From an optimization exercise on the open Yosys and OpenROAD flow, aimed at small area, a short achievable clock period and few clock cycles per item; shortcuts taken in it are not production practice. No functional check of the RTL was part of any run shown here.

## flow/design.v (module list and top-level ports; edited modules follow where they fit)
// module mont_redc_ws: 1773 lines
module mont_redc_ws #(
    parameter int P_WIDTH  = 64,
    parameter int W_WIDTH  = 32,
    parameter int PD_WIDTH = 2 * P_WIDTH,
    parameter int NUM_W    = P_WIDTH / W_WIDTH
) (
    input  logic                clk,
    input  logic                rst_n,
    input  logic                in_valid,
    output logic                in_ready,
    input  logic [PD_WIDTH-1:0] Mul_in,
    input  logic [P_WIDTH-1:0]  N_in,
    input  logic [W_WIDTH-1:0]  Nprime_in,
    output logic                out_valid,
    input  logic                out_ready,
    output logic [P_WIDTH-1:0]  res_out,
    output logic [P_WIDTH:0]    res_raw_out
);
  // ...
==> flow/run.sh <==
#!/bin/bash
# synth_recipe.tcl (not shown) runs the flow's synth.tcl, then flattens the netlist and writes it again
# the make line also repeats each setting of config.mk as NAME=value (left out here)
make -C /OpenROAD-flow-scripts/flow DESIGN_CONFIG=/design/flow/config.mk WORK_HOME=/design/flow/orfs CLKGATE_MAP_FILE= SYNTH_SCRIPT=/design/flow/synth_recipe.tcl finish
==> flow/config.mk <==
export PLATFORM = sky130hd
export DESIGN_NAME = mont_redc_ws
export DESIGN_NICKNAME = mont_redc_ws
export VERILOG_FILES = /design/flow/design.v
export SDC_FILE = /design/flow/constraint.sdc
export NUM_CORES = 4
export LEC_CHECK = 0
export CAP_MARGIN = 20
export CORE_MARGIN = 2
export CORE_UTILIZATION = 40
export SLEW_MARGIN = 60
==> flow/constraint.sdc <==
create_clock -name core_clock -period 16.0 [get_ports {clk}]
set_input_delay 3.2000 -clock core_clock [delete_from_list [all_inputs] [get_ports {clk}]]
set_output_delay 3.2000 -clock core_clock [all_outputs]
set_load 0.01 [all_outputs]
==> out/results.txt, run 1 <==
status -> finished clean
final setup violation count -> 0
Clock Buffer Count -> 38
number of global-route vias before repair -> 24,400
Min-Delay Path Class -> flop to flop
max reg flops -> 66
DR iter-0 viols -> 2,313
diode count -> 0
num rows -> 99
crit-path leading delay family -> compound AO/OA/AOI/OAI gates
Crit. End Element -> flop
#MultiIn Comb -> 2,163
WL met3 -> 8100 um
main combinational cell family by area after synthesis -> adder cells
Worst Tran Pin Value -> 597 ps
buffer share of cell area -> 0.108
proportion of synthesized area in mux cells -> 0.0814
CORE AREA -> 72,800 um2
multi-input logic area -> 21,000 um2
seq_cells -> 267
startpoint types -> flop
Fin. Hold Viols -> 0
PortBufs -> 334
RR Startpoint -> neg[0]$_DFF_P_
CTS H-tree depth -> 1
Post-Route WL -> 101,000 um
Placed Cells -> 3,987
register bit total from synthesis -> 267
Top Layer Used -> met4
Fin Clk Skew -> 23.2 ps
WP depth -> 20
Seq/total area -> 0.196
crit share post-route -> 0.429
Hold Path Stages -> 2
share of layout cells above drive strength 1 -> 0.114
Post-Synth XOR/XNOR Area -> 0.130
post-synthesis cell type count -> 69
CP max FO -> 32
largest reg by FF count -> w
==> run 2, diff against run 1 <==
==> flow/flow/run.sh (new file) <==
#!/bin/bash
# The standard layout (standard.sh: ORFS synth .. finish), except that the port
# buffers use the smallest plain buffer cell (every port still gets its own buffer).
export BUFFER_PORTS_ARGS="-buffer_cell sky130_fd_sc_hd__buf_1"
bash standard.sh > standard.log 2>&1
==> flow/standard.sh (new file) <==
#!/bin/bash
# synth_recipe.tcl (not shown) runs the flow's synth.tcl, then flattens the netlist and writes it again
# the make line also repeats each setting of config.mk as NAME=value (left out here)
make -C /OpenROAD-flow-scripts/flow DESIGN_CONFIG=/design/flow/config.mk WORK_HOME=/design/flow/orfs CLKGATE_MAP_FILE= SYNTH_SCRIPT=/design/flow/synth_recipe.tcl "${@:-finish}"
--- a/flow/config.mk
+++ b/flow/config.mk
@@ -10,2 +10,3 @@
 export CORE_UTILIZATION = 40
+export CTS_BUF_LIST = sky130_fd_sc_hd__clkbuf_8
 export SLEW_MARGIN = 60
removed: flow/run.sh
==> out/results.txt, run 2 <==
num rows -> 99 (unchanged)
Hold Buf Count CTS -> 0 (unchanged)
register area share after synthesis -> 0.230 (unchanged)
fin cells -> 4,081 (was 4,047)
DR WL/cell -> 24.2 um (was 25.1 um)
cts repair resizes -> 0 (unchanged)
critical path arrival -> 6990 ps (was 7230 ps)
Synth top area share -> 0.223 (unchanged)
Synth async-reset ratio -> 0 (unchanged)
TritonCTS clock tree -> done (unchanged)
Util after Layout -> 0.447 (was 0.475)
Fin. Hold Viols -> 0 (unchanged)
Placed Cells -> 3,989 (was 3,987)
DRC -> 0 (unchanged)
synthesis-to-layout area growth -> 11.0% (was 18.0%)
initial antenna violation count -> 3 (was 1)
commonest non-fill, non-tap cell in the layout -> xnor2_1 (unchanged)
share of layout cells above drive strength 1 -> 0.120 (was 0.114)
clk sinks -> 267 (unchanged)
minimum hold slack -> 522 ps (was 511 ps)
1st-pass router iterations -> 7 (was 5)
GRT overflow -> 0 (unchanged)
Fin Clk Skew -> 45.8 ps (was 23.2 ps)
drt via density -> 5.75 (was 5.87)
min cycle time layout -> 6620 ps (was 6870 ps)
Chip Width -> 275 um (unchanged)
pin count of the biggest net entering global routing -> 60 (was 68)
fin area -> 32,600 um2 (was 34,600 um2)
Post-Syn Instances -> 2,867 (unchanged)
MaxCap Viol Count -> 0 (unchanged)
Worst EP required -> 16,370 ps (about the same)
Final ANT Viol Nets -> 0 (unchanged)
top-count cell post-synth -> xnor2_1 (unchanged)
CP max FO -> 28 (was 32)
Min-Delay Path Class -> flop to flop (unchanged)
f_max -> 0.151 GHz (was 0.146 GHz)
Crit. End Element -> flop (unchanged)
max reg flops -> 66 (unchanged)
chip height -> 275 um (unchanged)
all-layer global routing usage -> 0.259 (was 0.267)
startpoint types -> flop (unchanged)
post-synthesis cell type count -> 69 (unchanged)
CTS H-tree depth -> 2 (was 1)
Nets -> 3,770 (was 3,754)
Ports -> 359 (unchanged)
Clk pin slew, worst setup/hold paths -> 60 ps (was 70 ps)
Mapped Area -> 29,300 um2 (unchanged)
status -> finished clean (unchanged)
Starting Density -> 0.403 (unchanged)
Mapped Avg Cell Area -> 10.2 um2 (unchanged)
Slew Limit Fails -> 0 (unchanged)
Commonest cells post-synth -> xnor2_1 (381), fa_1 (326), inv_1 (223), mux2_2 (205), a22oi_1 (176) (unchanged)
total CTS buffers -> 48 (was 31)
Mapped Nets -> 3,557 (unchanged)
worst rel slew slack -> 0.571 (was 0.602)
largest reg by FF count -> w (unchanged)
root buffer cell -> clkbuf_8 (was clkbuf_16)
dpl hpwl -> 76,000 um (was 78,100 um)
Worst Tran Pin Value -> 644 ps (was 597 ps)
setup TNS -> 0 ps (unchanged)
vias -> 23,500 (was 23,700)
Post-Route WL -> 98,800 um (was 101,000 um)
final setup violation count -> 0 (unchanged)
first-pass GRT wire length -> 147,000 um (was 154,000 um)
Die ar. -> 75,500 um2 (unchanged)
most frequent cells in the layout -> xnor2_1 (380), buf_1 (334), fa_1 (326) (was xnor2_1 (378), clkdlybuf4s50_1 (334), fa_1 (326))
CORE AREA -> 72,800 um2 (unchanged)
number of synthesized flops with an enable pin -> 141 (unchanged)
Skew-Pair Late Insertion Delay -> 670 ps (was 610 ps)
leading area contributor after synthesis -> fa_1 (unchanged)
RSZ-0062 raised after global routing -> no (unchanged)
Largest regs -> w (66), r (65), n_q (64) (unchanged)
PortBufs -> 334 (unchanged)
setup bufs post-CTS -> 0 (unchanged)
clock buffer depth -> 3 (unchanged)
Synth area leaders -> fa_1 (22%), edfxtp_1 (14%), xnor2_1 (11%) (unchanged)
routability congestion estimate -> 0.895 (was 0.906)
register bit total from synthesis -> 267 (unchanged)
crit share post-route -> 0.414 (was 0.429)
placed instance area -> 31,500 um2 (was 33,500 um2)
critical path type -> flop to flop (unchanged)
top_reg_cell synth -> edfxtp_1 (unchanged)
DR iter-0 viols -> 1,988 (was 2,313)
number of global-route vias before repair -> 23,400 (was 24,400)
Synth warnings -> 3 (unchanged)
run 2: path summary, 6_finish.rpt:
| check | start | end | slack, ps | depth (start not counted) |
|---|---|---|---|---|
| worst max register to register | one_x[0]$_DFF_P_ | w[65]$_SDFFCE_PN0P_ | 9380 | 20 |
| worst min register to register | pv$_SDFF_PN0_ | st_load$_SDFF_PP1_ | 520 | 2 |
| worst min-delay path | pv$_SDFF_PN0_ | st_load$_SDFF_PP1_ | 520 | 2 |
| worst max-delay path | one_x[0]$_DFF_P_ | w[65]$_SDFFCE_PN0P_ | 9380 | 20 |
run 2: logic make-up (layout without fill, tap and decap cells):
kind of cell,Yosys count,in the layout,share of synthesized area
compound gates,684,684,0.160
fa+ha+maj,462,462,0.281
buf+inv,437,690,0.0567
xor+xnor,436,436,0.130
simple gates,368,368,0.0604
flops,267,267,0.230
mux,213,213,0.0814
other cells,0,2,0
run 2: cell type report:
cell class	instances	area, um2
clock inverter	31	226
clock buffer	59	812
timing repair buffer	374	1670
fill	7102	40300
antenna	2	5.00
sequential	267	6800
multi-input combinational	2163	21000
tap	959	1200
inverter	226	852
run 2: metrics by stage:
stage	setup slack, ps
2_1_floorplan	8920
3_3_place_gp	8480
3_5_place_dp	9530
4_1_cts	9490
5_1_grt	9130
6_report	9380
run 2: per-layer routing:
layer	track usage	routed length, um	vias up
li1	-	-	10500
met1	0.355	41700	11700
met5	0	13	-
met3	0.0587	8880	194
met4	0.0945	3850	2
met2	0.402	44400	1128
run 2: worst max-delay path, cell delays in order (launching register included):
cell	delay (ps)
dfxtp_1	670
buf_4	430
o22ai_1	170
xnor2_1	260
fa_1	490
fa_1	550
inv_1	60
fa_1	530
inv_1	50
ha_1	430
and3_1	300
nand2_1	110
nor3_1	320
a221o_1	200
a31oi_1	40
o21a_1	230
o41ai_2	570
a21oi_1	220
nor2b_1	180
o41ai_1	380
mux2i_1	130

what the ideal ports hide:
How much do the figures lean on ideal ports? The routed layouts below were timed once more, with nothing changed but the port constraints.
Step 1 sets driving cells, clkbuf_16 on the clock port and buf_2 on the other inputs (assumed; they add their load-dependent delay and slew).
Step 2 also shifts input and output timing later by t, the mid clock arrival at the registers, as if the neighbouring blocks saw the same clock.
Slacks: ideal / step 1 / step 2; pairs: ideal / step 1.
run | t (ns) | setup slack, ns | worst setup path after step 2 | clock arrival spread, ns
run 1 | 0.666 | 9.134 / 9.134 / 9.134 | register to register | 0.023 / 0.024
run 2 | 0.706 | 9.380 / 9.380 / 9.380 | register to register | 0.047 / 0.047
After both steps setup and hold are still met in every run listed.
